Context: an optimization exercise on an open-source flow, tuned for small area and few clock cycles per item. The choices shown serve that exercise and are no tape-out recipe. In this exercise RTL edits were held to simulation tests only and were not proved equivalent to the original. Power is estimated from default activity; no workload was simulated.

**flow/design.v**
```verilog
package apb_pkg;
  localparam int unsigned DATA_W   = 8;
  localparam int unsigned MAX_WAIT = 15;
  localparam int unsigned CTR_W    = $clog2(MAX_WAIT + 1);
  typedef enum logic [1:0] {
    ST_IDLE   = 2'd0,
    ST_SETUP  = 2'd1,
    ST_ACCESS = 2'd2
  } apb_state_e;
endpackage
module apb_wait_ctr (
  input  logic             clk,
  input  logic             rst_n,
  input  logic             load,
  input  logic [apb_pkg::CTR_W-1:0] load_val,
  input  logic             dec,
  output logic             zero_c,
  output logic             last_c
);
  logic [apb_pkg::CTR_W-1:0] count;
  always_ff @(posedge clk) begin
    if (!rst_n) begin
      count <= '0;
    end else if (load) begin
      count <= load_val;
    end else if (dec && (count != '0)) begin
      count <= count - apb_pkg::CTR_W'(1);
    end
  end
  assign zero_c = (count == '0);
  assign last_c = (count == apb_pkg::CTR_W'(1));
endmodule
module apb_completer_mem #(
  parameter int unsigned ADDR_W      = 9,
  parameter int unsigned DEPTH       = 256,
  parameter int unsigned WAIT_STATES = 0
) (
  input  logic              PCLK,
  input  logic              PRESETn,
  input  logic              PSEL,
  input  logic              PENABLE,
  input  logic              PWRITE,
  input  logic [ADDR_W-1:0] PADDR,
  input  logic [apb_pkg::DATA_W-1:0] PWDATA,
  output logic [apb_pkg::DATA_W-1:0] PRDATA,
  output logic              PREADY,
  output logic              PSLVERR
);
  localparam int unsigned DW = apb_pkg::DATA_W;
  logic [DW-1:0] mem [256];
  logic          oor_c;
  logic          wr_c;
  logic [DW-1:0] wd_c;
  assign oor_c = PADDR[8];
  assign wr_c = PSEL && PENABLE && PWRITE && !oor_c;
  assign wd_c = PRESETn ? PWDATA : '0;
  logic [15:0] row_c, col_c, wrow_n, wcol_n;
  logic [255:0] we_c;
  always_comb begin
    for (int unsigned j = 0; j < 16; j++) begin
      row_c[j]  = (PADDR[7:4] == 4'(j));
      col_c[j]  = (PADDR[3:0] == 4'(j));
      wrow_n[j] = PRESETn && !(wr_c && row_c[j]);
      wcol_n[j] = PRESETn && !col_c[j];
    end
  end
  for (genvar i = 0; i < 256; i++) begin : g_we
    apb_nor2 u_we (.a(wrow_n[i / 16]), .b(wcol_n[i % 16]), .y(we_c[i]));
  end
  always_ff @(posedge PCLK) begin
    for (int unsigned i = 0; i < 256; i++) begin
      if (we_c[i]) begin
        mem[i] <= wd_c;
      end
    end
  end
  logic [DW-1:0] rh0_c [16];
  logic [DW-1:0] rh1_c [16];
  logic [DW-1:0] rsel_n [16];
  logic [DW-1:0] rq_c [4];
  logic [DW-1:0] rd_n;
  logic [DW-1:0] rd_c;
  for (genvar j = 0; j < 16; j++) begin : g_row
    for (genvar b = 0; b < DW; b++) begin : g_bit
      logic [5:0] t_n;
      for (genvar t = 0; t < 5; t++) begin : g_t
        apb_aoi222 u_t (.a0(mem[16*j+3*t][b]),   .a1(col_c[3*t]),
                        .b0(mem[16*j+3*t+1][b]), .b1(col_c[3*t+1]),
                        .c0(mem[16*j+3*t+2][b]), .c1(col_c[3*t+2]), .y(t_n[t]));
      end
      apb_nand2  u_t5 (.a(mem[16*j+15][b]), .b(col_c[15]), .y(t_n[5]));
      apb_nand3  u_h0 (.a(t_n[0]), .b(t_n[1]), .c(t_n[2]), .y(rh0_c[j][b]));
      apb_nand3  u_h1 (.a(t_n[3]), .b(t_n[4]), .c(t_n[5]), .y(rh1_c[j][b]));
      apb_oai21  u_s  (.a0(rh0_c[j][b]), .a1(rh1_c[j][b]), .b(row_c[j]), .y(rsel_n[j][b]));
    end
  end
  for (genvar b = 0; b < DW; b++) begin : g_out
    for (genvar q = 0; q < 4; q++) begin : g_q
      apb_nand4 u_q (.a(rsel_n[4*q][b]), .b(rsel_n[4*q+1][b]), .c(rsel_n[4*q+2][b]),
                     .d(rsel_n[4*q+3][b]), .y(rq_c[q][b]));
    end
    apb_nor4 u_o (.a(rq_c[0][b]), .b(rq_c[1][b]), .c(rq_c[2][b]), .d(rq_c[3][b]), .y(rd_n[b]));
    apb_nor2 u_z (.a(rd_n[b]), .b(oor_c), .y(rd_c[b]));
  end
  always_ff @(posedge PCLK) begin
    PRDATA <= rd_c;
  end
  assign PREADY  = PSEL && PENABLE;
  assign PSLVERR = oor_c;
endmodule
module apb_aoi222 (
  input  logic a0, a1, b0, b1, c0, c1,
  output logic y
);
  assign y = !((a0 && a1) || (b0 && b1) || (c0 && c1));
endmodule
module apb_nand2 (
  input  logic a, b,
  output logic y
);
  assign y = !(a && b);
endmodule
module apb_oai21 (
  input  logic a0, a1, b,
  output logic y
);
  assign y = !((a0 || a1) && b);
endmodule
module apb_nand3 (
  input  logic a, b, c,
  output logic y
);
  assign y = !(a && b && c);
endmodule
module apb_nand4 (
  input  logic a, b, c, d,
  output logic y
);
  assign y = !(a && b && c && d);
endmodule
module apb_nor4 (
  input  logic a, b, c, d,
  output logic y
);
  assign y = !(a || b || c || d);
endmodule
module apb_nor2 (
  input  logic a, b,
  output logic y
);
  assign y = !(a || b);
endmodule
```
**flow/run.sh**
```bash
#!/bin/bash
# synth_recipe.tcl (not shown) runs the flow's synth.tcl, then flattens the netlist and writes it again
# the make line also repeats each setting of config.mk as NAME=value (left out here)
make -C /OpenROAD-flow-scripts/flow DESIGN_CONFIG=/design/flow/config.mk WORK_HOME=/design/flow/orfs CLKGATE_MAP_FILE= SYNTH_SCRIPT=/design/flow/synth_recipe.tcl finish
```
**flow/config.mk**
```make
export PLATFORM = sky130hd
export DESIGN_NAME = apb_completer_mem
export DESIGN_NICKNAME = apb_completer_mem
export VERILOG_FILES = /design/flow/design.v
export SDC_FILE = /design/flow/constraint.sdc
export NUM_CORES = 4
export LEC_CHECK = 0
export CAP_MARGIN = 20
export CORE_MARGIN = 2
export CORE_UTILIZATION = 75
export CTS_CLUSTER_DIAMETER = 80
export CTS_CLUSTER_SIZE = 30
export SLEW_MARGIN = 20
export SYNTH_HIERARCHICAL = 1
export SYNTH_MINIMUM_KEEP_SIZE = 0
```
**flow/constraint.sdc**
```tcl
create_clock -name core_clock -period 5.0 [get_ports {PCLK}]
set_input_delay 1.0000 -clock core_clock [delete_from_list [all_inputs] [get_ports {PCLK}]]
set_output_delay 1.0000 -clock core_clock [all_outputs]
set_load 0.01 [all_outputs]
```
==> results.txt <==
==> final timing paths <==
kind / slack, ns / cells after the start / to
worst min-delay path: 0.77 / 6 / PRDATA[6]
worst max-delay path: 0.53 / 11 / PRDATA[7]
worst max register to register: 2.27 / 6 / PRDATA[4]
worst min register to register: 0.77 / 6 / PRDATA[6]
==> critical path, stage by stage <==
cell	delay [ns]
clkdlybuf4s50_1	0.75
buf_4	0.27
nand2b_4	0.15
nor2_4	0.94
buf_4	0.72
a222oi_1	0.28
nand3_1	0.22
o21ai_1	0.09
nand4_1	0.42
nor4_2	0.10
nor2_1	0.09
==> Yosys cell counts, drive strengths merged (10+ instances only) <==
cell type / number
buf: 14
a222oi: 640
nor2: 278
nand3: 256
nand4: 32
o21ai: 128
nor4: 10
edfxtp: 2048
o31a: 11
nand2: 132
==> logic make-up (layout without fill, tap and decap cells) <==
group,Yosys count,after routing,synth area share
flops,2056,2056,0.849
compound gates,799,799,0.101
simple gates,744,744,0.0482
buf+inv,18,397,0.00200
other cells,0,2,0
==> per-stage QoR <==
stage               power [uW]  cell area (sq um)
floorplan                22100              72700
global placement         23100              76900
detailed placement       23200              76900
CTS                      30600              79100
global route             31300              79100
finish                   30700              79100
==> layout make-up <==
cell class | instances | area (sq um)
sequential | 2056 | 61700
fill | 4549 | 17100
multi-input combinational | 1543 | 11000
timing repair buffer | 290 | 2730
clock buffer | 101 | 2100
tap | 1276 | 1600
clock inverter | 6 | 55.1
antenna | 2 | 5.00
==> power by group <==
group / internal, uW / switching, uW / total (uW) / leakage [uW]
logic: 517 / 1590 / 2110 / 0.00522
clock network: 3010 / 4710 / 7720 / 0.00105
registers: 20400 / 409 / 20800 / 0.0180
total: 23900 / 6710 / 30700 / 0.0243
==> Yosys stat by module (local to each module, per instance) <==
| module | copies in the design | cells | cell area, sq um | flops+latches |
|---|---|---|---|---|
| apb_completer_mem | 1 | 2161 | 62500 | 2056 |
| apb_nor2 | 264 | 1 | 3.75 | 0 |
| apb_nor4 | 8 | 1 | 12.5 | 0 |
| apb_aoi222 | 640 | 1 | 10.0 | 0 |
| apb_nand3 | 256 | 1 | 5.00 | 0 |
| apb_nand4 | 32 | 1 | 6.26 | 0 |
| apb_nand2 | 128 | 1 | 3.75 | 0 |
| apb_oai21 | 128 | 1 | 5.00 | 0 |
==> state kept, by name, indices dropped and copies added, names as in the netlist <==
register	cells
mem	2048
PRDATA	8
==> metal layers <==
layer,track usage,vias to the layer above
met5,0,-
met1,0.557,20800
met4,0.154,6
met3,0.0981,522
met2,0.590,3896
li1,-,16800
==> flow_summary_export.csv <==
group,metric,value,unit
floorplanning,start_util,0.754,
detailed_routing,wirelength,191,mm
hold_path,worstHoldPathType,"reg2reg",
floorplanning,die_h,315,microns
critical_path,worstPathArrival,5.12,ns
layout,drive_gt1_frac,0.100,
synthesis,ys_top_cells_by_area,"edfxtp_1 85%, a222oi_1 8.8%, nand3_1 1.8%",
timing,drv_slew,0,
synthesis,synth_top_cell_by_area,"edfxtp_1",
synthesis,ys_seq_elements,2056,
layout,final_cells,5274,
timing,post-route-min-period,4.47,ns
grt,gr-total-overflow,0,
synthesis,synth_cell_types,32,
critical_path,worstReg2RegStart,"mem[246][4]",
clock_tree,cts_hold_buf,0,
detailed_routing,first_pass_iters,15,
synthesis,synth_fp_nets,3639,
critical_path,path_max_fanout,51,
critical_path,crit_type,"in2reg",
timing,rsz0062_at_grt,"no",
timing,hold_viol,0,
floorplanning,rows,114,
clock_tree,clock-root-buffer,"clkbuf_16",
detailed_routing,avgRoutedWirePerCell,36.2,microns
clock_tree,clk_latency,0.71,ns
critical_path,required,5.65,ns
grt,grt_pass1_wl,274,mm
critical_path,cp-end-kind,"flip-flop",
floorplanning,die_w,315,microns
timing,finalSetupViolCount,0,
layout,most-common-layout-cells,"2048 x edfxtp_1, 640 x a222oi_1, 269 x nor2_1",
detailed_routing,wl_met2,88.5,mm
grt,grt_max_degree,114,
clock_tree,htree_levels,3,
timing,slew-limit-headroom,0.178,
power,p_per_area,387,mW/mm^2
grt,groute.usage.overall,0.389,
critical_path,crit_start,"PADDR[1]",
synthesis,syn_inst,3617,
detailed_routing,dr.first_iter.drc_count,10200,
detailed_routing,wl_met3,30.3,mm
hold_path,worstHoldStart,"mem[159][6]",
timing,tightest_slew,1.23,ns
synthesis,seq_area_frac_synth,0.849,
layout,area_growth_syn_to_layout,8.98,%
synthesis,synth_ff_type,"edfxtp_1",
synthesis,postSynthAreaPerCell,20.1,sq um
placement,routabilityCongestion,0.934,
clock_tree,cts_buffers,78,
detailed_routing,drc_errors,0,
detailed_routing,wl_met1,62.7,mm
synthesis,syn_area,0.0726,sq mm
floorplanning,core,0.0963,sq mm
timing,layout_setup_ws,0.531,ns
grt,first_global_vias,39900,
layout,final_common_cell,"edfxtp_1",
clock_tree,cts.clk_slew.worst_paths,0.10,ns
detailed_routing,vias,42100,
floorplanning,dieArea,0.0993,sq mm
timing,whs,0.769,ns
clock_tree,cts_resized,0,
clock_tree,cts_tree,"done",
flow_run,max_cap_viol_count,0,
power,leakage,0.0243,uW
synthesis,yosys.area.top_type_share,0.847,
timing,clock.fmax,224,MHz
floorplanning,io_pins,32,
placement,hpwl,118,mm
timing,fin_crit_sh,0.894,
outcome,status,"complete, no violations",
power,peakVddDrop,631,uV
placement,place.port_buffers,31,
clock_tree,clk_path_buf_depth,3,
layout,nets,3991,
clock_tree,cts.sinks,2056,
detailed_routing,post_drt_via_cell_ratio,7.98,
detailed_routing,top_layer_used,"met5",
synthesis,async_flop_share,0,
detailed_routing,ant_nets,0,
placement,post-place-ws,0.0416,ns
timing,finalSetupTns,0,ns
critical_path,start_kind,"input pin",
synthesis,yosys_warnings,13,
synthesis,synth-edff-count,2048,
clock_tree,postCtsSetupBuffers,0,
layout,utilization,0.822,
placement,dp.cells,5163,
timing,clock_skew,0.0268,ns
grt,antenna_found_initial,6,
Testbench counts, summed over its fixed seeds: cycles 24,576, items 12,288.

-- static timing again, ports no longer ideal --
The results above use ideal ports. As a check the final layout listed here was re-extracted and re-timed, cells and wires unchanged. Step 1, drivers: a clkbuf_16 drives PCLK and a buf_2 each remaining input, both assumed. Step 2, shift: input delay + t, output delay - t, t = (earliest + latest rising clock arrival at the registers) / 2. This alone moves slack from input paths to output paths. a / b / c = ideal ports / drivers / drivers and shift; a / b = the first two.
shift t [ns]: 0.770
setup slack, ns: 0.531 / 0.584 / -0.186
slew at the worst register clock pin (ns): 0.11 / 0.11
worst data-port slew with drivers (ns): 0.10
cell pins on the clock port's net: 1
With both steps, setup timing fails in this run, where it was met with ideal ports. For this run, drivers alone change the setup slack by +0.053 ns; drivers and shift together by -0.717 ns.
